This design comes from an exercise in tuning for small area, a short achievable clock period and few clock cycles per item on the open sky130 flow, not from production work. The RTL was checked by simulation tests, not by an equivalence proof against the original design. The flow treats the clock pin as an ideal source, which a real chip does not have. Power figures rest on the tool's default switching activity, not on a simulated workload.

--- flow/flow/run.sh ---
#!/bin/bash
# The standard flow (standard.sh) with these changes:
#  - synthesis maps combinational logic with flow/abc_map.script (see flow/synth.tcl);
#  - the port buffers are sky130_fd_sc_hd__buf_1 cells (the standard flow picks delay cells);
#  - a few slow combinational cells are added to the platform's don't-use list,
#    for synthesis and layout alike.
# Registers are mapped exactly as in the standard synthesis.
set -euo pipefail
W=$(pwd)
export BUFFER_PORTS_ARGS="-buffer_cell sky130_fd_sc_hd__buf_1"
export MY_ABC_SCRIPT=$W/flow/abc_map.script
export FLOW_SYNTH_TCL=$W/synth_recipe.tcl
# optional ORFS step hooks: flow/pre_resize.tcl and flow/pre_cts.tcl
if [[ -f $W/flow/pre_resize.tcl ]]; then export PRE_RESIZE_TCL=$W/flow/pre_resize.tcl; fi
if [[ -f $W/flow/pre_cts.tcl ]]; then export PRE_CTS_TCL=$W/flow/pre_cts.tcl; fi
DU="sky130_fd_sc_hd__probe_p_8 sky130_fd_sc_hd__probec_p_8 sky130_fd_sc_hd__lpflow_bleeder_1 sky130_fd_sc_hd__lpflow_clkbufkapwr_1 sky130_fd_sc_hd__lpflow_clkbufkapwr_16 sky130_fd_sc_hd__lpflow_clkbufkapwr_2 sky130_fd_sc_hd__lpflow_clkbufkapwr_4 sky130_fd_sc_hd__lpflow_clkbufkapwr_8 sky130_fd_sc_hd__lpflow_clkinvkapwr_1 sky130_fd_sc_hd__lpflow_clkinvkapwr_16 sky130_fd_sc_hd__lpflow_clkinvkapwr_2 sky130_fd_sc_hd__lpflow_clkinvkapwr_4 sky130_fd_sc_hd__lpflow_clkinvkapwr_8 sky130_fd_sc_hd__lpflow_decapkapwr_12 sky130_fd_sc_hd__lpflow_decapkapwr_3 sky130_fd_sc_hd__lpflow_decapkapwr_4 sky130_fd_sc_hd__lpflow_decapkapwr_6 sky130_fd_sc_hd__lpflow_decapkapwr_8 sky130_fd_sc_hd__lpflow_inputiso0n_1 sky130_fd_sc_hd__lpflow_inputiso0p_1 sky130_fd_sc_hd__lpflow_inputiso1n_1 sky130_fd_sc_hd__lpflow_inputiso1p_1 sky130_fd_sc_hd__lpflow_inputisolatch_1 sky130_fd_sc_hd__lpflow_isobufsrc_1 sky130_fd_sc_hd__lpflow_isobufsrc_16 sky130_fd_sc_hd__lpflow_isobufsrc_2 sky130_fd_sc_hd__lpflow_isobufsrc_4 sky130_fd_sc_hd__lpflow_isobufsrc_8 sky130_fd_sc_hd__lpflow_isobufsrckapwr_16 sky130_fd_sc_hd__lpflow_lsbuf_lh_hl_isowell_tap_1 sky130_fd_sc_hd__lpflow_lsbuf_lh_hl_isowell_tap_2 sky130_fd_sc_hd__lpflow_lsbuf_lh_hl_isowell_tap_4 sky130_fd_sc_hd__lpflow_lsbuf_lh_isowell_4 sky130_fd_sc_hd__lpflow_lsbuf_lh_isowell_tap_1 sky130_fd_sc_hd__lpflow_lsbuf_lh_isowell_tap_2 sky130_fd_sc_hd__lpflow_lsbuf_lh_isowell_tap_4 sky130_fd_sc_hd__a222oi_1 sky130_fd_sc_hd__or4_1 sky130_fd_sc_hd__or4_2 sky130_fd_sc_hd__or4_4 sky130_fd_sc_hd__nor4_1 sky130_fd_sc_hd__nor4_2 sky130_fd_sc_hd__nor4_4 sky130_fd_sc_hd__or4b_1 sky130_fd_sc_hd__or4b_2 sky130_fd_sc_hd__or4b_4 sky130_fd_sc_hd__or4bb_1 sky130_fd_sc_hd__or4bb_2 sky130_fd_sc_hd__or4bb_4 sky130_fd_sc_hd__nor4b_1 sky130_fd_sc_hd__nor4b_2 sky130_fd_sc_hd__nor4b_4 sky130_fd_sc_hd__nor4bb_1 sky130_fd_sc_hd__nor4bb_2 sky130_fd_sc_hd__nor4bb_4"
bash standard.sh "DONT_USE_CELLS=$DU" SYNTH_SCRIPT=$W/flow/synth.tcl synth > synth.log 2>&1
bash standard.sh "DONT_USE_CELLS=$DU" SYNTH_SCRIPT=$W/flow/synth.tcl  finish > layout.log 2>&1
--- flow/flow/abc_map.script ---
&get -n
&st
&syn2
&dch -f
&nf -R 20
&put
--- flow/flow/pre_cts.tcl ---
# Hook run by ORFS's CTS step (PRE_CTS_TCL), after placement.
# The port buffer of each register-read select is strong enough to drive the
# select's 32 gates itself, so the buffers placement added behind it go.
set block [ord::get_db_block]
foreach bt [$block getBTerms] {
  if {![string match {bus2ip_rdce*} [$bt getName]]} { continue }
  foreach it [[$bt getNet] getITerms] {
    set pbuf [$it getInst]
    foreach ot [$pbuf getITerms] {
      if {![$ot isOutputSignal]} { continue }
      foreach lt [[$ot getNet] getITerms] {
        set li [$lt getInst]
        if {$li eq $pbuf} { continue }
        set m [[$li getMaster] getName]
        if {[string match {sky130_fd_sc_hd__buf_*} $m] || [string match {sky130_fd_sc_hd__clkbuf_*} $m]} {
          puts "pre_cts: removing [$li getName] ($m) behind [$pbuf getName]"
          remove_buffers [$li getName]
        }
      }
    }
  }
}
--- flow/flow/pre_resize.tcl ---
# Hook run by ORFS's resize step (PRE_RESIZE_TCL), before repair_design.
# Each register-read select drives one gate per data bit, so its port buffer
# is made strong enough to drive them all; the read-data and acknowledge
# outputs get a slightly stronger port buffer than the default.
set block [ord::get_db_block]
foreach bt [$block getBTerms] {
  set name [$bt getName]
  set net [$bt getNet]
  if {$net eq "NULL"} { continue }
  if {[string match {bus2ip_rdce*} $name]} {
    foreach it [$net getITerms] {
      set inst [[$it getInst] getName]
      puts "size_io: $inst -> sky130_fd_sc_hd__buf_16"
      replace_cell $inst sky130_fd_sc_hd__buf_16
    }
  } elseif {[string match {ip2bus_data*} $name] || $name eq "ip2bus_wrack" || $name eq "ip2bus_rdack"} {
    foreach it [$net getITerms] {
      if {[$it isOutputSignal]} {
        set inst [[$it getInst] getName]
        puts "size_io: $inst -> sky130_fd_sc_hd__buf_2"
        replace_cell $inst sky130_fd_sc_hd__buf_2
      }
    }
  }
}
--- flow/flow/synth.tcl ---
# The standard flow's synthesis script (synth_recipe.tcl) unchanged, except that the
# combinational mapping calls ABC with flow/abc_map.script instead of ORFS's
# abc_speed.script. Registers are mapped before ABC runs, so they come out
# exactly as in the standard synthesis.
proc abc {args} {
  set i [lsearch -exact $args -script]
  if {$i >= 0 && [string match *abc_speed* [lindex $args [expr {$i+1}]]]} {
    lset args [expr {$i+1}] $::env(MY_ABC_SCRIPT)
  }
  puts "abc wrapper: $args"
  yosys abc {*}$args
}
source $::env(FLOW_SYNTH_TCL)
--- flow/standard.sh ---
#!/bin/bash
# synth_recipe.tcl (not shown) runs the flow's synth.tcl, then flattens the netlist and writes it again
# the make line also repeats each setting of config.mk as NAME=value (left out here)
make -C /OpenROAD-flow-scripts/flow DESIGN_CONFIG=/design/flow/config.mk WORK_HOME=/design/flow/orfs CLKGATE_MAP_FILE= SYNTH_SCRIPT=/design/flow/synth_recipe.tcl "${@:-finish}"
--- flow/config.mk ---
export PLATFORM = sky130hd
export DESIGN_NAME = simple_dma
export DESIGN_NICKNAME = simple_dma
export VERILOG_FILES = /design/flow/design.v
export SDC_FILE = /design/flow/constraint.sdc
export NUM_CORES = 4
export LEC_CHECK = 0
export ABC_CLOCK_PERIOD_IN_PS = 2000
export CAP_MARGIN = 20
export CORE_MARGIN = 2
export CORE_UTILIZATION = 72
export CTS_CLUSTER_DIAMETER = 70
export CTS_CLUSTER_SIZE = 25
export PLACE_DENSITY = 0.8
export SETUP_SLACK_MARGIN = 2.45
export SLEW_MARGIN = 20
--- flow/constraint.sdc ---
create_clock -name core_clock -period 5.0 [get_ports {Bus2IP_Clk}]
set_input_delay 1.0000 -clock core_clock [delete_from_list [all_inputs] [get_ports {Bus2IP_Clk}]]
set_output_delay 1.0000 -clock core_clock [all_outputs]
set_load 0.01 [all_outputs]
--- flow/design.v ---
`default_nettype none
package dma_pkg;
  typedef logic [32-1:0] dma_addr_t;
  typedef logic [31:0] dma_len_t;
  typedef logic [4-1:0] dma_ce_t;
  typedef struct packed {
    dma_addr_t src;
    dma_addr_t dst;
    dma_len_t  len;
  } dma_cfg_t;
  typedef enum logic [2:0] {
    SEQ_IDLE,
    SEQ_RD_CHECK,
    SEQ_RD_WAIT,
    SEQ_WR_CHECK,
    SEQ_WR_WAIT
  } seq_state_t;
endpackage
`default_nettype wire
`default_nettype none
package mst_pkg;
  typedef logic [32-1:0] mst_data_t;
  typedef enum logic [1:0] {
    CMD_IDLE,
    CMD_RUN,
    CMD_WAIT,
    CMD_DONE
  } cmd_state_t;
endpackage
`default_nettype wire
`timescale 1ns/1ps
`default_nettype none
module dma_regs
(
  input  wire logic      Bus2IP_Clk,
  input  wire logic      rst,
  input  mst_pkg::mst_data_t      bus2ip_data,
  input  dma_pkg::dma_ce_t        bus2ip_wrce,
  input  dma_pkg::dma_ce_t        bus2ip_rdce,
  input  wire logic      busy,
  output mst_pkg::mst_data_t      ip2bus_data,
  output logic           ip2bus_wrack,
  output logic           ip2bus_rdack,
  output dma_pkg::dma_cfg_t       cfg,
  output logic           key
);
  mst_pkg::mst_data_t wdata;
  assign wdata = rst ? '0 : bus2ip_data;
  always_ff @(posedge Bus2IP_Clk)
  begin
    if (rst || bus2ip_wrce[3])
      cfg.src <= dma_pkg::dma_addr_t'(wdata);
    if (rst || bus2ip_wrce[2])
      cfg.dst <= dma_pkg::dma_addr_t'(wdata);
    if (rst || bus2ip_wrce[1])
      cfg.len <= dma_pkg::dma_len_t'(wdata);
  end
  assign key = bus2ip_wrce[0] && (bus2ip_data == mst_pkg::mst_data_t'(32'h0000_00CC));
  assign ip2bus_data = ({32{bus2ip_rdce[3]}} & mst_pkg::mst_data_t'(cfg.src))
                     | ({32{bus2ip_rdce[2]}} & mst_pkg::mst_data_t'(cfg.dst))
                     | ({32{bus2ip_rdce[1]}} & mst_pkg::mst_data_t'(cfg.len))
                     | {{(32-1){1'b0}}, bus2ip_rdce[0] & busy};
  assign ip2bus_wrack = |bus2ip_wrce;
  assign ip2bus_rdack = |bus2ip_rdce;
endmodule
`default_nettype wire
`timescale 1ns/1ps
`default_nettype none
module simple_dma
(
  input  wire logic      Bus2IP_Clk,
  input  wire logic      rst,
  input  mst_pkg::mst_data_t      bus2ip_data,
  input  dma_pkg::dma_ce_t        bus2ip_wrce,
  input  dma_pkg::dma_ce_t        bus2ip_rdce,
  output mst_pkg::mst_data_t      ip2bus_data,
  output logic           ip2bus_wrack,
  output logic           ip2bus_rdack,
  input  wire logic      bus2ip_mst_cmdack,
  input  wire logic      bus2ip_mst_cmplt,
  input  mst_pkg::mst_data_t      bus2ip_mstrd_d,
  input  wire logic      bus2ip_mstrd_src_rdy_n,
  input  wire logic      bus2ip_mstwr_dst_rdy_n,
  output logic           ip2bus_mstrd_req,
  output logic           ip2bus_mstwr_req,
  output dma_pkg::dma_addr_t      ip2bus_mst_addr,
  output mst_pkg::mst_data_t      ip2bus_mstwr_d
);
  dma_pkg::dma_cfg_t cfg;
  logic     key;
  logic     busy_q;
  logic     status_q;
  logic     rdreq_q;
  logic     wrreq_q;
  dma_pkg::dma_addr_t addr_q;
  dma_pkg::dma_addr_t next_q;
  logic [32-3:0] words_nq;
  logic     part_q;
  mst_pkg::mst_data_t data_q;
  logic     start;
  logic     rd_cmplt;
  logic     wr_cmplt;
  logic     accept;
  logic     none_left;
  dma_regs u_regs (
    .Bus2IP_Clk(Bus2IP_Clk), .rst(rst),
    .bus2ip_data(bus2ip_data), .bus2ip_wrce(bus2ip_wrce), .bus2ip_rdce(bus2ip_rdce),
    .busy(status_q), .ip2bus_data(ip2bus_data),
    .ip2bus_wrack(ip2bus_wrack), .ip2bus_rdack(ip2bus_rdack),
    .cfg(cfg), .key(key)
  );
  assign start     = key && !busy_q && (cfg.len != '0);
  assign rd_cmplt  = !bus2ip_mstrd_src_rdy_n;
  assign wr_cmplt  = !bus2ip_mstwr_dst_rdy_n;
  assign accept    = bus2ip_mst_cmdack || bus2ip_mst_cmplt;
  assign none_left = words_low_q[3] && (&words_nq[32-3:24]) && !part_q;
  always_ff @(posedge Bus2IP_Clk)
  begin
    if (rst)
    begin
      busy_q  <= 1'b0;
      status_q <= 1'b0;
      rdreq_q <= 1'b0;
      wrreq_q <= 1'b0;
    end
    else
    begin
      busy_q  <= start || (busy_q && !(wr_cmplt && none_left));
      status_q <= start || (status_q && !(wr_cmplt && none_left));
      rdreq_q <= start || (rdreq_q && !accept) || (busy_q && wr_cmplt && !none_left);
      wrreq_q <= (wrreq_q && !accept) || (busy_q && rd_cmplt);
    end
  end
  logic                   words_dec;
  logic [32-3:0] words_carry;
  assign words_dec = busy_q && rd_cmplt && !part_q;
  logic [3:1] words_low_q;
  always_ff @(posedge Bus2IP_Clk)
  begin
    words_low_q[1] <= &words_nq[7:0];
    words_low_q[2] <= &words_nq[15:0];
    words_low_q[3] <= &words_nq[23:0];
  end
  always_comb
  begin
    for (int i = 0; i < 32-2; i++)
    begin
      words_carry[i] = words_dec;
      if (i >= 8)
        words_carry[i] = words_carry[i] && words_low_q[i/8];
      for (int k = 8*(i/8); k < i; k++)
        words_carry[i] = words_carry[i] && words_nq[k];
    end
  end
  always_ff @(posedge Bus2IP_Clk)
  begin
    for (int i = 0; i < 32-2; i++)
      if (!busy_q || words_carry[i])
        words_nq[i] <= busy_q ? !words_nq[i] : !cfg.len[i+2];
    if (!busy_q)
      part_q <= |cfg.len[1:0];
    else if (rd_cmplt)
      part_q <= 1'b0;
  end
  logic     addr_load;
  logic     addr_step;
  logic     addr_hold;
  assign addr_load = !busy_q;
  assign addr_step = busy_q && bus2ip_mst_cmplt;
  assign addr_hold = busy_q && !bus2ip_mst_cmplt;
  always_ff @(posedge Bus2IP_Clk)
  begin
    addr_q <= ({32{addr_load}} & cfg.src)
            | ({32{addr_step}} & next_q)
            | ({32{addr_hold}} & addr_q);
    next_q <= ({32{addr_load}} & cfg.dst)
            | ({32{addr_step}} & (addr_q + dma_pkg::dma_addr_t'(4)))
            | ({32{addr_hold}} & next_q);
  end
  always_ff @(posedge Bus2IP_Clk)
  begin
    if (rd_cmplt)
      data_q <= bus2ip_mstrd_d;
  end
  assign ip2bus_mstrd_req = rdreq_q;
  assign ip2bus_mstwr_req = wrreq_q;
  assign ip2bus_mst_addr  = addr_q;
  assign ip2bus_mstwr_d   = data_q;
endmodule
`default_nettype wire
==> out/qor.csv, run 1 <==
stage,metric,value,unit
synthesis,top_reg_cell synth,edfxtp_1,
final_layout,ant diodes,0,
clock_tree,CTS buffer count,13,
route,DR vias/cell,6.628,
sta,Final Hold Vio Count,0,
route,routed length per instance,23.20,um
sta,Slew HR,0.4485,
status,outcome,"complete, no violations",
worst_setup_path,Worst Path Buf+Inv,2,
clock_tree,# hold bufs at CTS,0,
sta,fin. max-slew vios,0,
sta,Setup TNS,0,ns
worst_setup_path,CP peak stage delay,0.20,ns
route,vias,7615,
synthesis,sequential share of the synthesized area,0.6735,
grt,initial antenna violation count,0,
clock_tree,worst-skew pair later-pin latency,0.47,ns
synthesis,"Distinct cells, synth",31,
route,WL final,26650,um
floorplanning,Core ar.,12570,um2
grt,GRT overflow,0,
synthesis,"EDFF count, synth",159,
synthesis,Ys Warns,2,
job,max_cap viols,0,
power,Pwr Density,348.5,nW/um2
final_layout,Layout fillers,597,
sta,Worst Skew,0.01299,ns
sta,unrepaired setup endpoints after global routing,yes,
floorplanning,num ports,178,
synthesis,number of register bits inferred by synthesis,230,
synthesis,Post-Synthesis Cells,760,
sta,setup ws final,2.395,ns
floorplanning,die height,117.0,um
grt,first-pass GRT wire length,36690,um
placement,Detailed Place HPWL,15800,um
route,ANT nets after route,0,
placement,placed instance area,10320,um2
synthesis,Synth Cell Area,9200,um2
grt,met3 Usage GRT,0.06282,
worst_setup_path,CP Cell Sequence,clkbuf_16 > a22oi_1 > nand2_1 > buf_2,
floorplanning,die width,117.0,um
sta,Tmin final,2.605,ns
sta,period utilization,0.5209,
worst_setup_path,crit path DAT,1.60,ns
worst_setup_path,CP top delay family,buffers and inverters,
final_layout,Layout Nets,1050,
route,Pre-Repair DR Iteration Count,6,
floorplanning,die area,13700,um2
placement,RePlAce Congestion,0.8749,
hold_path,worst hold path type,reg -> reg,
clock_tree,CTS tree,done,
worst_setup_path,Worst Path Max Fanout,8,
clock_tree,CTS sink count,230,
sta,hold_ws,0.4713,ns
grt,Most Crowded Layer GR,met2,
sta,slew of the pin with the lowest slew margin,0.8272,ns
route,Remaining DRCs,0,
grt,largest net degree at the start of global routing,52,
final_layout,most frequent cells in the layout,"159 x edfxtp_1, 138 x buf_1, 109 x nor2_1, 101 x nand2_1, 70 x dfxtp_1",
floorplanning,initial core utilization,0.7320,
sta,Setup-failing EPs final,0,
final_layout,P&R area growth vs syn,19.84,%
final_layout,post-route design area,11030,um2
floorplanning,Rows,41,
placement,pre-CTS WS,1.737,ns
final_layout,share of post-route cells with drive strength above 1,0.1105,
sta,achievable frequency,0.3839,GHz
final_layout,"commonest non-fill, non-tap cell in the layout",edfxtp_1,
worst_setup_path,Critical Path RT,4.00,ns
grt,grt met2 use,0.6066,
worst_setup_path,Worst path slowest cell,a22oi_1,
power,Max IR drop VDD,0.3422,mV
synthesis,"Net Count, Synth",839,
worst_setup_path,crit path capture type,output pin,
placement,number of port buffers,177,
synthesis,Syn Area/Cell,12.11,um2
power,PnR Total Power,3.842,mW
synthesis,asr flop ratio synth,0,
grt,GRT Overall Usage,0.3591,
clock_tree,Worst-path clk slew,0.10,ns
power,leakage,4.026,nW
grt,vias in the first global route,7028,
grt,met1 Resource Use GR,0.4720,
worst_setup_path,startpoint types,primary input,
route,initial drt markers,1049,
worst_setup_path,WS Path Type,in -> out,
[sequential cells by signal, summed over array words and instances (netlist names)]
name         count
data_q          32
rdreq_q          1
wrreq_q          1
status_q         1
u_regs.cfg      96
next_q          32
busy_q           1
part_q           1
addr_q          32
words_low_q      3
words_nq        30
[cells by family (layout without fill, tap and decap cells)]
family,Yosys count,after routing,share of synthesized area
compound gates,163,163,0.1183
simple gates,311,311,0.1531
buf+inv,5,222,0.002040
xor+xnor,20,20,0.01904
flops,230,230,0.6735
fa+ha+maj,1,1,0.001360
mux,30,30,0.03264
[power by group]
group          leakage (nW)  internal [mW]  total [mW]  switching, mW
registers              2.24           2.22        2.35          0.139
logic                  1.62          0.175       0.410          0.235
clock network         0.175          0.492        1.08          0.586
total                  4.03           2.88        3.84          0.959
[per-layer routing]
layer | wire, um | vias to the layer above | part of all wire
li1 | - | 3271 | -
met3 | 3421 | 123 | 0.13
met5 | 0 | - | 0
met4 | 1186 | 0 | 0.044
met1 | 9033 | 3611 | 0.34
met2 | 13010 | 610 | 0.49
[per-stage QoR]
| stage | utilization | cells |
|---|---|---|
| 5_1_grt | 0.8773 | 1149 |
| 6_report | 0.8773 | 1149 |
| 2_1_floorplan | - | 760 |
| 3_3_place_gp | 0.8104 | 1122 |
| 4_1_cts | 0.8574 | 1142 |
| 3_5_place_dp | 0.8213 | 1122 |
[cell type report]
type | instances | area (um2) | area share
multi-input cells | 525 | 3133 | 0.2842
repair buffers | 196 | 1086 | 0.09850
flip-flops and latches | 230 | 6200 | 0.5623
clock buffers | 17 | 340.3 | 0.03087
inverters | 5 | 20.02 | 0.001816
clock inverters | 4 | 31.28 | 0.002837
well taps | 172 | 215.2 | 0.01952
[final timing paths]
path	startpoint	end	slack (ns)	cells past startpoint
worst max-delay path	bus2ip_rdce[2]	ip2bus_data[28]	2.40	4
worst min-delay path	wrreq_q$_SDFF_PP0_	wrreq_q$_SDFF_PP0_	0.47	2
worst max register to register	addr_q[10]$_DFF_P_	next_q[31]$_DFF_P_	2.58	7
worst min register to register	wrreq_q$_SDFF_PP0_	wrreq_q$_SDFF_PP0_	0.47	2
[worst register-to-register path: stages (launching register included)]
cell and delay [ns]:
dfxtp_1 0.46, and4_1 0.34, and4_1 0.35, and4_1 0.28, and4_1 0.25, and4_1 0.31, a31oi_1 0.13, o31ai_1 0.24
[synth_stat cells (13+ instances only)]
master / count / area share
a21oi_1: 13 / 0.0071
a22oi_1: 49 / 0.040
dfxtp_1: 71 / 0.15
edfxtp_1: 159 / 0.52
mux2i_1: 30 / 0.033
nand2_1: 102 / 0.042
nand3_1: 14 / 0.0076
nor2_1: 110 / 0.045
nor2b_1: 33 / 0.022
o21ai_0: 30 / 0.016
o22ai_1: 36 / 0.024
xor2_1: 15 / 0.014
[what timing repair did]
item / 4_1_cts / 5_1_grt
pin swaps: 5 / 17
gates cloned: 2 / 5
endpoints found under the setup margin: 123 / 73
setup buffers: 0 / 2
resized for setup: 15 / 21
Testbench counts, summed over its fixed seeds: cycles 59,953, words 6,547.
==> run 2, diff against run 1 <==
--- a/flow/config.mk
+++ b/flow/config.mk
@@ -13,4 +13,4 @@
 export CTS_CLUSTER_SIZE = 25
 export PLACE_DENSITY = 0.8
-export SETUP_SLACK_MARGIN = 2.45
+export SETUP_SLACK_MARGIN = 2.3
 export SLEW_MARGIN = 20
==> run 2 against run 1 <==
Via count down 4.1%. Sequential power about the same. Maximum frequency down 2.5%. Cell count down 0.70%. Largest power group unchanged. Total power down 1.4%. Clock skew up 0.0033 ns. Flip-flop and latch count unchanged. Non-clock buffer count down 8. Clock power about the same. Synthesized area unchanged. Still clean on timing, DRC and antenna.
==> out/qor.csv, run 2 <==
stage,metric,value,unit,change
status,outcome,"complete, no violations",,
sta,Tmin final,2.672,ns,+0.06706 ns
synthesis,most numerous cell in the Yosys netlist,edfxtp_1,,
grt,met3 Usage GRT,0.05458,,-0.008239
synthesis,"EDFF count, synth",159,,unchanged
sta,achievable frequency,0.3743,GHz,-2.5%
route,Pre-Repair DR Iteration Count,6,,unchanged
worst_setup_path,crit path DAT,1.67,ns,+0.07 ns
synthesis,"Distinct cells, synth",31,,unchanged
clock_tree,CTS sink count,230,,unchanged
floorplanning,die width,117.0,um,unchanged
route,DR vias/cell,6.397,,-3.5%
grt,first-pass GRT wire length,36210,um,-1.3%
route,initial drt markers,961,,-8.4%
synthesis,Synth Cell Area,9200,um2,unchanged
synthesis,top_reg_cell synth,edfxtp_1,,
floorplanning,initial core utilization,0.7320,,unchanged
synthesis,"Net Count, Synth",839,,unchanged
synthesis,most frequent cells after synthesis,"159 x edfxtp_1, 110 x nor2_1, 102 x nand2_1",,
power,Pwr Density,353.5,nW/um2,+1.4%
sta,unrepaired setup endpoints after global routing,yes,,
placement,Detailed Place HPWL,15730,um,-0.46%
power,Max IR drop VDD,0.3513,mV,+2.7%
synthesis,Syn Area/Cell,12.11,um2,unchanged
hold_path,hold_sp,wrreq_q$_SDFF_PP0_,,
final_layout,share of post-route cells with drive strength above 1,0.07843,,-0.03211
sta,Final Hold Vio Count,0,,unchanged
sta,slew of the pin with the lowest slew margin,0.8260,ns,-0.001194 ns
final_layout,ant diodes,0,,unchanged
final_layout,P&R area growth vs syn,16.43,%,
grt,GRT Overall Usage,0.3482,,-0.01091
grt,Most Crowded Layer GR,met2,,
synthesis,asr flop ratio synth,0,,unchanged
sta,fin. max-slew vios,0,,unchanged
hold_path,worst hold path type,reg -> reg,,
sta,Slew HR,0.4493,,+0.0007960
sta,Setup TNS,0,ns,unchanged
clock_tree,Worst-path clk slew,0.09,ns,about the same
clock_tree,worst-skew pair later-pin latency,0.47,ns,about the same
final_layout,largest register by flop count,u_regs.cfg,,
route,WL final,23820,um,-11%
floorplanning,die height,117.0,um,unchanged
floorplanning,die area,13700,um2,unchanged
synthesis,number of register bits inferred by synthesis,230,,unchanged
worst_setup_path,r2r startpoint,busy_q$_SDFF_PP0_,,
sta,Worst Skew,0.01626,ns,+0.003277 ns
sta,period utilization,0.5343,,+0.01341
floorplanning,Core ar.,12570,um2,unchanged
final_layout,Final Util,0.8523,,-0.02499
worst_setup_path,Worst R2R Path Depth,5,,-2
synthesis,Post-Synthesis Cells,760,,unchanged
worst_setup_path,WS Path Type,in -> out,,
final_layout,"commonest non-fill, non-tap cell in the layout",edfxtp_1,,
worst_setup_path,flop2flop setup slack,2.49,ns,-0.09 ns
grt,initial antenna violation count,0,,unchanged
power,leakage,3.923,nW,-2.6%
final_layout,Layout Nets,1042,,-0.76%
clock_tree,CTS buffer count,13,,unchanged
route,ANT nets after route,0,,unchanged
hold_path,Hold Path End,wrreq_q$_SDFF_PP0_,,
worst_setup_path,Critical Path RT,4.00,ns,about the same
grt,GRT overflow,0,,unchanged
synthesis,"top cells by area, synth","edfxtp_1 52%, dfxtp_1 15%, nor2_1 4.5%, nand2_1 4.2%, a22oi_1 4.0%",,
synthesis,Ys Warns,2,,unchanged
final_layout,max reg flops,96,,unchanged
sta,Setup-failing EPs final,0,,unchanged
worst_setup_path,Worst Path Max Fanout,33,,+25
route,routed length per instance,20.88,um,-10%
clock_tree,CTS tree,done,,
grt,met1 Resource Use GR,0.4679,,-0.004073
hold_path,Worst Hold Path Cells,2,,unchanged
floorplanning,num ports,178,,unchanged
clock_tree,# hold bufs at CTS,0,,unchanged
final_layout,most frequent cells in the layout,"159 x edfxtp_1, 139 x buf_1, 109 x nor2_1, 101 x nand2_1, 70 x dfxtp_1",,
worst_setup_path,worst flop-to-flop path endpoint,addr_q[4]$_DFF_P_,,
synthesis,largest area contributor in the netlist,edfxtp_1,,
placement,number of port buffers,177,,unchanged
worst_setup_path,startpoint types,primary input,,
grt,largest net degree at the start of global routing,79,,+52%
route,Remaining DRCs,0,,unchanged
placement,RePlAce Congestion,0.8827,,+0.89%
synthesis,Synth top area share,0.5190,,unchanged
route,vias,7299,,-4.1%
floorplanning,Rows,41,,unchanged
grt,grt met2 use,0.5865,,-0.02004
worst_setup_path,crit path capture type,output pin,,
job,max_cap viols,0,,unchanged
grt,vias in the first global route,7049,,+0.30%
synthesis,sequential share of the synthesized area,0.6735,,unchanged
-- run 2: kinds of logic after synthesis --
logic type,after synthesis,synth area share
AOI/OAI and AO/OA,163,0.1183
adders and majority gates,1,0.001360
DFF,230,0.6735
muxes,30,0.03264
and+or+nand+nor,311,0.1531
buffers and inverters,5,0.002040
xor gates and xnor gates,20,0.01904
-- run 2: through the flow --
stage          instance area [um2]  power (mW)  setup slack [ns]  hold slack (ns)  instances
2_1_floorplan                 9208       2.539             2.395           0.4460        760
3_3_place_gp                 10190       2.698             1.988           0.4479       1123
6_report                     10710       3.787             2.328           0.4565       1141
4_1_cts                      10690       3.784             2.325           0.4573       1141
3_5_place_dp                 10330       2.742             1.870           0.4452       1123
5_1_grt                      10710       3.909             2.302           0.4760       1141
-- run 2: worst max-delay path by stage --
stage / to / startpoint / cells past startpoint
floorplan: u_regs.cfg[0]$_DFFE_PP_ / bus2ip_wrce[1] / 1
global placement: u_regs.cfg[50]$_DFFE_PP_ / rst / 3
detailed placement: u_regs.cfg[50]$_DFFE_PP_ / rst / 3
CTS: addr_q[4]$_DFF_P_ / busy_q$_SDFF_PP0_ / 5
global route: ip2bus_data[15] / bus2ip_rdce[2] / 4
finish: ip2bus_data[27] / bus2ip_rdce[2] / 4
-- run 2: final cells by class --
cell class / count / area [um2]
multi-input combinational: 525 / 3010
clock buffer: 17 / 350.3
fill: 671 / 1857
inverter: 5 / 20.02
clock inverter: 4 / 27.53
sequential: 230 / 6200
tap: 172 / 215.2
timing repair buffer: 188 / 888.4
-- run 2: report_power, final --
group          total, mW  switching [mW]  internal (mW)
Combinational      0.371           0.217          0.154
Sequential          2.34           0.128           2.21
Clock               1.07           0.569          0.504
-- run 2: critical path, stage by stage --
cell	delay, ns
buf_16	0.16
a22oi_2	0.20
nand2_1	0.13
buf_2	0.16
-- run 2: timing repair --
action,4_1_cts,5_1_grt
gates resized for setup,1,5
setup buffers,0,0
endpoints found under the setup margin,1,55
pin swaps,0,0
-- run 2: layer usage --
metal	wire [um]	up-vias
met2	11980	495
met5	0	-
li1	-	3260
met1	8869	3493
met4	578	0
met3	2395	51
==> run 3, diff against run 2 <==
--- a/flow/config.mk
+++ b/flow/config.mk
@@ -10,6 +10,7 @@
 export CORE_MARGIN = 2
 export CORE_UTILIZATION = 72
-export CTS_CLUSTER_DIAMETER = 70
-export CTS_CLUSTER_SIZE = 25
+export CTS_BUF_LIST = sky130_fd_sc_hd__clkbuf_8
+export CTS_CLUSTER_DIAMETER = 50
+export CTS_CLUSTER_SIZE = 12
 export PLACE_DENSITY = 0.8
 export SETUP_SLACK_MARGIN = 2.3
==> run 3 against run 2 <==
Largest power group unchanged. Sequential share of layout area shrank 0.35 points. Clock power is 8% higher. Non-clock buffer count unchanged. Clock-buffer cell count up 8. Combinational power about the same. Critical endpoint is now ip2bus_data[15]. Register-to-register slack improved by 0.02 ns. Sequential power hardly changed.
==> out/qor.csv, run 3 <==
stage,metric,value,unit,change
status,outcome,"complete, no violations",,
synthesis,Post-Synthesis Cells,760,,unchanged
placement,number of port buffers,177,,unchanged
worst_setup_path,CP top delay family,buffers and inverters,,
clock_tree,Setup Buffers After CTS,0,,unchanged
sta,Slew HR,0.4256,,-0.02374
floorplanning,Core ar.,12570,um2,unchanged
power,Internal Pwr Total,2.891,mW,+0.65%
route,initial drt markers,992,,+3.2%
clock_tree,# hold bufs at CTS,0,,unchanged
route,Pre-Repair DR Iteration Count,6,,unchanged
worst_setup_path,Critical Path RT,4.00,ns,about the same
route,WL final,24160,um,+1.4%
floorplanning,die area,13700,um2,unchanged
final_layout,post-route design area,10780,um2,+0.61%
synthesis,"EDFF count, synth",159,,unchanged
worst_setup_path,Worst Path Max Fanout,33,,unchanged
clock_tree,CTS sink count,230,,unchanged
synthesis,"top cells by area, synth","edfxtp_1 52%, dfxtp_1 15%, nor2_1 4.5%, nand2_1 4.2%, a22oi_1 4.0%",,
power,Pwr Density,358.9,nW/um2,+1.5%
placement,Detailed Place HPWL,15730,um,unchanged
synthesis,sequential share of the synthesized area,0.6735,,unchanged
grt,first-pass GRT wire length,36510,um,+0.84%
worst_setup_path,CP Cell Sequence,buf_16 > a22oi_1 > nand2_1 > buf_2,,
hold_path,worst hold path type,reg -> reg,,
placement,RePlAce Congestion,0.8827,,unchanged
clock_tree,Worst-path clk slew,0.09,ns,about the same
grt,GRT Overall Usage,0.3538,,+0.005537
sta,fin. max-slew vios,0,,unchanged
worst_setup_path,startpoint types,primary input,,
floorplanning,Rows,41,,unchanged
power,leakage,4.018,nW,+2.4%
final_layout,"commonest non-fill, non-tap cell in the layout",edfxtp_1,,
grt,largest net degree at the start of global routing,79,,unchanged
final_layout,most frequent cells in the layout,"159 x edfxtp_1, 139 x buf_1, 109 x nor2_1, 101 x nand2_1, 70 x dfxtp_1",,
synthesis,Synth Cell Area,9200,um2,unchanged
grt,vias in the first global route,7195,,+2.1%
power,Comb pwr share,0.096,,-0.002
placement,placed cell count,1123,,unchanged
synthesis,"Distinct cells, synth",31,,unchanged
synthesis,number of register bits inferred by synthesis,230,,unchanged
sta,setup ws final,2.330,ns,+0.002100 ns
sta,Final Hold Vio Count,0,,unchanged
route,vias,7391,,+1.3%
worst_setup_path,crit path capture type,output pin,,
job,max_cap viols,0,,unchanged
floorplanning,initial core utilization,0.7320,,unchanged
route,Remaining DRCs,0,,unchanged
power,Max IR drop VDD,0.2919,mV,-17%
synthesis,top_reg_cell synth,edfxtp_1,,
power,P_sw,0.9771,mW,+6.9%
final_layout,P&R area growth vs syn,17.14,%,
sta,Setup TNS,0,ns,unchanged
clock_tree,worst-skew pair later-pin latency,0.54,ns,+0.07 ns
sta,hold_ws,0.4564,ns,-0.00005100 ns
floorplanning,die height,117.0,um,unchanged
sta,achievable frequency,0.3746,GHz,about the same
power,sequential power share,0.605,,-0.014
synthesis,Synth top area share,0.5190,,unchanged
floorplanning,num ports,178,,unchanged
sta,Tmin final,2.670,ns,-0.002100 ns
sta,period utilization,0.5339,,about the same
synthesis,largest area contributor in the netlist,edfxtp_1,,
synthesis,"Net Count, Synth",839,,unchanged
sta,Setup-failing EPs final,0,,unchanged
final_layout,ant diodes,0,,unchanged
synthesis,Ys Warns,2,,unchanged
power,Switching Share,0.2526,,+0.01119
floorplanning,die width,117.0,um,unchanged
worst_setup_path,crit path DAT,1.67,ns,about the same
synthesis,Syn Area/Cell,12.11,um2,unchanged
clock_tree,CTS buffer count,24,,+11
sta,Worst Skew,0.02001,ns,+0.003749 ns
final_layout,share of post-route cells with drive strength above 1,0.08569,,+0.007254
placement,pre-CTS WS,1.870,ns,unchanged
synthesis,asr flop ratio synth,0,,unchanged
grt,GRT overflow,0,,unchanged
route,ANT nets after route,0,,unchanged
clock_tree,CTS tree,done,,
power,clock share of power,0.299,,+0.016
sta,slew of the pin with the lowest slew margin,0.8617,ns,+0.03562 ns
synthesis,most numerous cell in the Yosys netlist,edfxtp_1,,
worst_setup_path,Worst Path Buf+Inv,2,,unchanged
placement,placed instance area,10330,um2,unchanged
final_layout,largest register by flop count,u_regs.cfg,,
clock_tree,post-CTS sizing,0,,-1
final_layout,max reg flops,96,,unchanged
sta,unrepaired setup endpoints after global routing,no,,
synthesis,most frequent cells after synthesis,"159 x edfxtp_1, 110 x nor2_1, 102 x nand2_1",,
worst_setup_path,CP peak stage delay,0.28,ns,+0.08 ns
final_layout,Layout Nets,1053,,+1.1%
worst_setup_path,WS Path Type,in -> out,,
route,DR vias/cell,6.350,,-0.74%
route,routed length per instance,20.76,um,-0.57%
final_layout,Non-Filler Instances,1164,,+2.0%
grt,initial antenna violation count,0,,unchanged
worst_setup_path,Worst path slowest cell,a22oi_1,,
-- run 3: cell counts after synthesis --
No cell type changed its count.
-- run 3: power by group through the flow --
stage / clock, mW / sequential (mW) / combinational (mW)
floorplan: 0 / 2.36 / 0.176
global placement: 0 / 2.36 / 0.334
detailed placement: 0 / 2.38 / 0.365
CTS: 1.16 / 2.34 / 0.367
global route: 1.23 / 2.36 / 0.407
finish: 1.16 / 2.34 / 0.370
-- run 3: logic make-up after synthesis --
group | count (synthesis) | synth area share
compound gates | 163 | 0.1183
xor+xnor | 20 | 0.01904
fa+ha+maj | 1 | 0.001360
buf+inv | 5 | 0.002040
flops | 230 | 0.6735
mux | 30 | 0.03264
simple gates | 311 | 0.1531
-- run 3: path summary, 6_finish.rpt --
path                 startpoint                  to  slack (ns)  depth (start not counted)
max              bus2ip_rdce[2]     ip2bus_data[15]        2.33                          4
min          wrreq_q$_SDFF_PP0_  wrreq_q$_SDFF_PP0_        0.46                          2
max reg2reg   busy_q$_SDFF_PP0_  next_q[18]$_DFF_P_        2.51                          5
min reg2reg  wrreq_q$_SDFF_PP0_  wrreq_q$_SDFF_PP0_        0.46                          2
-- run 3: per-layer routing --
metal,vias up,GRT usage,part of all wire
li1,3294,-,-
met1,3517,0.4739,0.37
met2,507,0.5846,0.50
met3,73,0.06334,0.11
met4,0,0.1388,0.030
met5,-,0,0
-- run 3: layout make-up --
type / count / area (um2)
clock inverter: 19 / 108.9
inverter: 5 / 20.02
sequential: 230 / 6200
timing repair buffer: 188 / 888.4
fill: 671 / 1792
multi-input combinational: 525 / 3000
clock buffer: 25 / 344.1
tap: 172 / 215.2
-- run 3: worst reg2reg max path, delay by kind of cell, from the launching register on --
kind | cells | cell delay [ns]
buffers and inverters | 2 | 0.99
and+or+nand+nor | 1 | 0.64
DFF | 1 | 0.54
AOI/OAI and AO/OA | 2 | 0.23
-- run 3: stage by stage --
stage                     power (mW)    util
after floorplan                2.539       -
after global placement         2.698  0.8110
after detailed placement       2.742  0.8219
after CTS                      3.863  0.8561
after global routing           4.001  0.8574
final                          3.868  0.8574
==> run 4, diff against run 3 <==
--- a/flow/design.v
+++ b/flow/design.v
@@ -97,4 +97,5 @@
   logic [32-3:0] words_nq;
   logic     part_q;
+  logic [3:1] words_low_q;
   mst_pkg::mst_data_t data_q;
   logic     start;
@@ -119,15 +120,15 @@
     if (rst)
     begin
-      busy_q  <= 1'b0;
+      busy_q   <= 1'b0;
       status_q <= 1'b0;
-      rdreq_q <= 1'b0;
-      wrreq_q <= 1'b0;
+      rdreq_q  <= 1'b0;
+      wrreq_q  <= 1'b0;
     end
     else
     begin
-      busy_q  <= start || (busy_q && !(wr_cmplt && none_left));
+      busy_q   <= start || (busy_q && !(wr_cmplt && none_left));
       status_q <= start || (status_q && !(wr_cmplt && none_left));
-      rdreq_q <= start || (rdreq_q && !accept) || (busy_q && wr_cmplt && !none_left);
-      wrreq_q <= (wrreq_q && !accept) || (busy_q && rd_cmplt);
+      rdreq_q  <= start || (rdreq_q && !accept) || (busy_q && wr_cmplt && !none_left);
+      wrreq_q  <= (wrreq_q && !accept) || (busy_q && rd_cmplt);
     end
   end
@@ -135,5 +136,4 @@
   logic [32-3:0] words_carry;
   assign words_dec = busy_q && rd_cmplt && !part_q;
-  logic [3:1] words_low_q;
   always_ff @(posedge Bus2IP_Clk)
   begin
--- a/flow/config.mk
+++ b/flow/config.mk
@@ -10,7 +10,6 @@
 export CORE_MARGIN = 2
 export CORE_UTILIZATION = 72
-export CTS_BUF_LIST = sky130_fd_sc_hd__clkbuf_8
-export CTS_CLUSTER_DIAMETER = 50
-export CTS_CLUSTER_SIZE = 12
+export CTS_CLUSTER_DIAMETER = 70
+export CTS_CLUSTER_SIZE = 25
 export PLACE_DENSITY = 0.8
 export SETUP_SLACK_MARGIN = 2.3
==> run 4 against run 3 <==
Still clean on timing, DRC and antenna. Synthesized area unchanged. Utilization decreased by 0.52 points. Synthesized cell count unchanged. Cell area decreased by 0.60%. Via count decreased by 1.2%. Clock skew decreased by 0.0037 ns. Worst setup slack got worse by 0.0021 ns. Die area unchanged. Non-clock buffer count unchanged. Cell count decreased by 2.0%. First-iteration DRC count decreased by 3.1%. Largest power group unchanged.
==> out/qor.csv, run 4 <==
stage,metric,value,unit,change
status,outcome,"complete, no violations",,
final_layout,Layout fillers,671,,unchanged
floorplanning,num ports,178,,unchanged
power,Internal Pwr Total,2.873,mW,-0.64%
final_layout,Layout Nets,1042,,-1.0%
sta,Setup-failing EPs final,0,,unchanged
grt,first-pass GRT wire length,36210,um,-0.83%
worst_setup_path,Critical Path RT,4.00,ns,about the same
power,Switching Share,0.2414,,-0.01119
hold_path,worst hold path type,reg -> reg,,
route,DR vias/cell,6.397,,+0.75%
worst_setup_path,Worst path slowest cell,a22oi_2,,
synthesis,sequential share of the synthesized area,0.6735,,unchanged
grt,GRT Overall Usage,0.3482,,-0.005537
floorplanning,Core ar.,12570,um2,unchanged
clock_tree,CTS buffer count,13,,-46%
floorplanning,initial core utilization,0.7320,,unchanged
power,sequential power share,0.619,,+0.014
synthesis,Syn Area/Cell,12.11,um2,unchanged
route,Remaining DRCs,0,,unchanged
route,initial drt markers,961,,-3.1%
final_layout,"commonest non-fill, non-tap cell in the layout",edfxtp_1,,
route,vias,7299,,-1.2%
final_layout,largest register by flop count,u_regs.cfg,,
synthesis,asr flop ratio synth,0,,unchanged
synthesis,Ys Warns,2,,unchanged
sta,Final Hold Vio Count,0,,unchanged
synthesis,"Distinct cells, synth",31,,unchanged
grt,initial antenna violation count,0,,unchanged
sta,fin. max-slew vios,0,,unchanged
power,PnR Total Power,3.787,mW,-2.1%
floorplanning,die height,117.0,um,unchanged
power,Pwr Density,353.5,nW/um2,-1.5%
final_layout,most frequent cells in the layout,"159 x edfxtp_1, 139 x buf_1, 109 x nor2_1, 101 x nand2_1, 70 x dfxtp_1",,
power,clock share of power,0.283,,-0.016
sta,unrepaired setup endpoints after global routing,yes,,
grt,GRT overflow,0,,unchanged
worst_setup_path,r2r startpoint,busy_q$_SDFF_PP0_,,
worst_setup_path,CP startpoint,bus2ip_rdce[2],,
worst_setup_path,crit path capture type,output pin,,
sta,period utilization,0.5343,,about the same
route,routed length per instance,20.88,um,+0.58%
synthesis,most numerous cell in the Yosys netlist,edfxtp_1,,
sta,Setup TNS,0,ns,unchanged
grt,largest net degree at the start of global routing,79,,unchanged
power,Max IR drop VDD,0.3513,mV,+20%
clock_tree,Worst-path clk slew,0.09,ns,about the same
clock_tree,CTS tree,done,,
power,P_sw,0.9141,mW,-6.4%
placement,number of port buffers,177,,unchanged
placement,RePlAce Congestion,0.8827,,unchanged
worst_setup_path,WS Path Type,in -> out,,
worst_setup_path,worst flop-to-flop path endpoint,addr_q[4]$_DFF_P_,,
synthesis,"top cells by area, synth","edfxtp_1 52%, dfxtp_1 15%, nor2_1 4.5%, nand2_1 4.2%, a22oi_1 4.0%",,
job,max_cap viols,0,,unchanged
final_layout,ant diodes,0,,unchanged
placement,Detailed Place HPWL,15730,um,unchanged
worst_setup_path,Worst Path Max Fanout,33,,unchanged
synthesis,Post-Synthesis Cells,760,,unchanged
worst_setup_path,startpoint types,primary input,,
clock_tree,CTS sink count,230,,unchanged
sta,Worst Skew,0.01626,ns,-0.003749 ns
route,Pre-Repair DR Iteration Count,6,,unchanged
final_layout,share of post-route cells with drive strength above 1,0.07843,,-0.007254
worst_setup_path,CP Cell Sequence,buf_16 > a22oi_2 > nand2_1 > buf_2,,
floorplanning,die area,13700,um2,unchanged
synthesis,number of register bits inferred by synthesis,230,,unchanged
worst_setup_path,flop2flop setup slack,2.49,ns,-0.02 ns
clock_tree,worst-skew pair later-pin latency,0.47,ns,-0.07 ns
sta,achievable frequency,0.3743,GHz,about the same
worst_setup_path,CP peak stage delay,0.20,ns,-0.08 ns
route,ANT nets after route,0,,unchanged
worst_setup_path,crit path DAT,1.67,ns,about the same
sta,slew of the pin with the lowest slew margin,0.8260,ns,-0.03562 ns
worst_setup_path,CP Capture Point,ip2bus_data[27],,
sta,Slew HR,0.4493,,+0.02374
final_layout,max reg flops,96,,unchanged
synthesis,Synth Cell Area,9200,um2,unchanged
sta,Tmin final,2.672,ns,+0.002100 ns
floorplanning,Rows,41,,unchanged
worst_setup_path,Worst R2R Path Depth,5,,unchanged
synthesis,largest area contributor in the netlist,edfxtp_1,,
synthesis,most frequent cells after synthesis,"159 x edfxtp_1, 110 x nor2_1, 102 x nand2_1",,
synthesis,Synth top area share,0.5190,,unchanged
synthesis,"EDFF count, synth",159,,unchanged
synthesis,top_reg_cell synth,edfxtp_1,,
power,leakage,3.923,nW,-2.4%
final_layout,P&R area growth vs syn,16.43,%,
synthesis,"Net Count, Synth",839,,unchanged
floorplanning,die width,117.0,um,unchanged
power,Comb pwr share,0.098,,+0.002
grt,vias in the first global route,7049,,-2.0%
route,WL final,23820,um,-1.4%
==> run 4: cell families (layout without fill, tap and decap cells) <==
logic type	after synthesis	count (layout)	synth area share
xor gates and xnor gates	20	20	0.01904
DFF	230	230	0.6735
adders and majority gates	1	1	0.001360
muxes	30	30	0.03264
and+or+nand+nor	311	311	0.1531
AOI/OAI and AO/OA	163	163	0.1183
buffers and inverters	5	214	0.002040
==> run 4: power by group through the flow <==
| stage | registers [mW] | logic [mW] | clock network [mW] |
|---|---|---|---|
| 4_1_cts | 2.34 | 0.368 | 1.08 |
| 5_1_grt | 2.36 | 0.408 | 1.14 |
| 6_report | 2.34 | 0.371 | 1.07 |
| 2_1_floorplan | 2.36 | 0.176 | 0 |
| 3_3_place_gp | 2.36 | 0.334 | 0 |
| 3_5_place_dp | 2.38 | 0.365 | 0 |
==> run 4: critical path: cells and delay by family <==
kind            cells  cell delay, ns
buf+inv             2            0.32
simple gates        1            0.13
compound gates      1            0.20
==> run 4: worst min-delay path by stage <==
stage / start / cells past startpoint / endpoint / slack [ns]
after floorplan: u_regs.cfg[42]$_DFFE_PP_ / 1 / next_q[10]$_DFF_P_ / 0.45
after global placement: wrreq_q$_SDFF_PP0_ / 2 / wrreq_q$_SDFF_PP0_ / 0.45
after detailed placement: wrreq_q$_SDFF_PP0_ / 2 / wrreq_q$_SDFF_PP0_ / 0.45
after CTS: wrreq_q$_SDFF_PP0_ / 2 / wrreq_q$_SDFF_PP0_ / 0.46
after global routing: wrreq_q$_SDFF_PP0_ / 2 / wrreq_q$_SDFF_PP0_ / 0.48
final: wrreq_q$_SDFF_PP0_ / 2 / wrreq_q$_SDFF_PP0_ / 0.46
==> run 4: stage by stage <==
| step | std cells | hold slack (ns) | instance area, um2 | utilization | setup slack, ns |
|---|---|---|---|---|---|
| after CTS | 1141 | 0.4573 | 10690 | 0.8506 | 2.325 |
| final | 1141 | 0.4565 | 10710 | 0.8523 | 2.328 |
| after detailed placement | 1123 | 0.4452 | 10330 | 0.8219 | 1.870 |
| after floorplan | 760 | 0.4460 | 9208 | - | 2.395 |
| after global placement | 1123 | 0.4479 | 10190 | 0.8110 | 1.988 |
| after global routing | 1141 | 0.4760 | 10710 | 0.8523 | 2.302 |
==> run 4: routing by layer <==
| metal | track usage | wire [um] | up-vias |
|---|---|---|---|
| li1 | - | - | 3260 |
| met1 | 0.4679 | 8869 | 3493 |
| met2 | 0.5865 | 11980 | 495 |
| met3 | 0.05458 | 2395 | 51 |
| met4 | 0.1224 | 578 | 0 |
| met5 | 0 | 0 | - |
==> run 4: timing repair <==
action | in CTS | in global routing
gates resized for setup | 1 | 5
hold buffers | 0 | 0
setup endpoints to repair | 1 | 55
pin swaps | 0 | 0
buffers inserted | 0 | 0
==> run 4: cell type report <==
type / count / area, um2 / share of cell area
timing repair buffer: 188 / 888.4 / 0.08293
tap: 172 / 215.2 / 0.02009
clock inverter: 4 / 27.53 / 0.002570
clock buffer: 17 / 350.3 / 0.03271
inverter: 5 / 20.02 / 0.001869
multi-input combinational: 525 / 3010 / 0.2810
sequential: 230 / 6200 / 0.5788
Testbench counts of run 4, summed over its fixed seeds: cycles 59,953, words 6,547.

re-timing with driven ports:
How much do the figures lean on ideal ports? The routed layouts below were timed once more, with nothing changed but the port constraints. Step 1 sets driving cells, clkbuf_16 on the clock port and buf_2 on the other inputs (assumed; they add their load-dependent delay and slew). Step 2 times the ports against the registers' clock, not the clock port: input delays grow and output delays shrink by t, the midpoint of the rising clock arrivals with the driver on. Three values: ideal ports, drivers, drivers and shift; two values: the first two.
| run | shift t [ns] | setup slack, ns | pins driven straight from the clock port |
|---|---|---|---|
| run 1 | 0.502 | 2.395 / 2.166 / 2.089 | 1 |
| run 2 | 0.500 | 2.328 / 2.260 / 1.938 | 1 |
| run 3 | 0.564 | 2.330 / 2.264 / 1.909 | 1 |
| run 4 | 0.500 | 2.328 / 2.260 / 1.938 | 1 |
After both steps setup and hold are still met in every run listed. For run 3, which loses most, drivers alone change the setup slack by -0.066 ns; drivers and shift together by -0.421 ns.
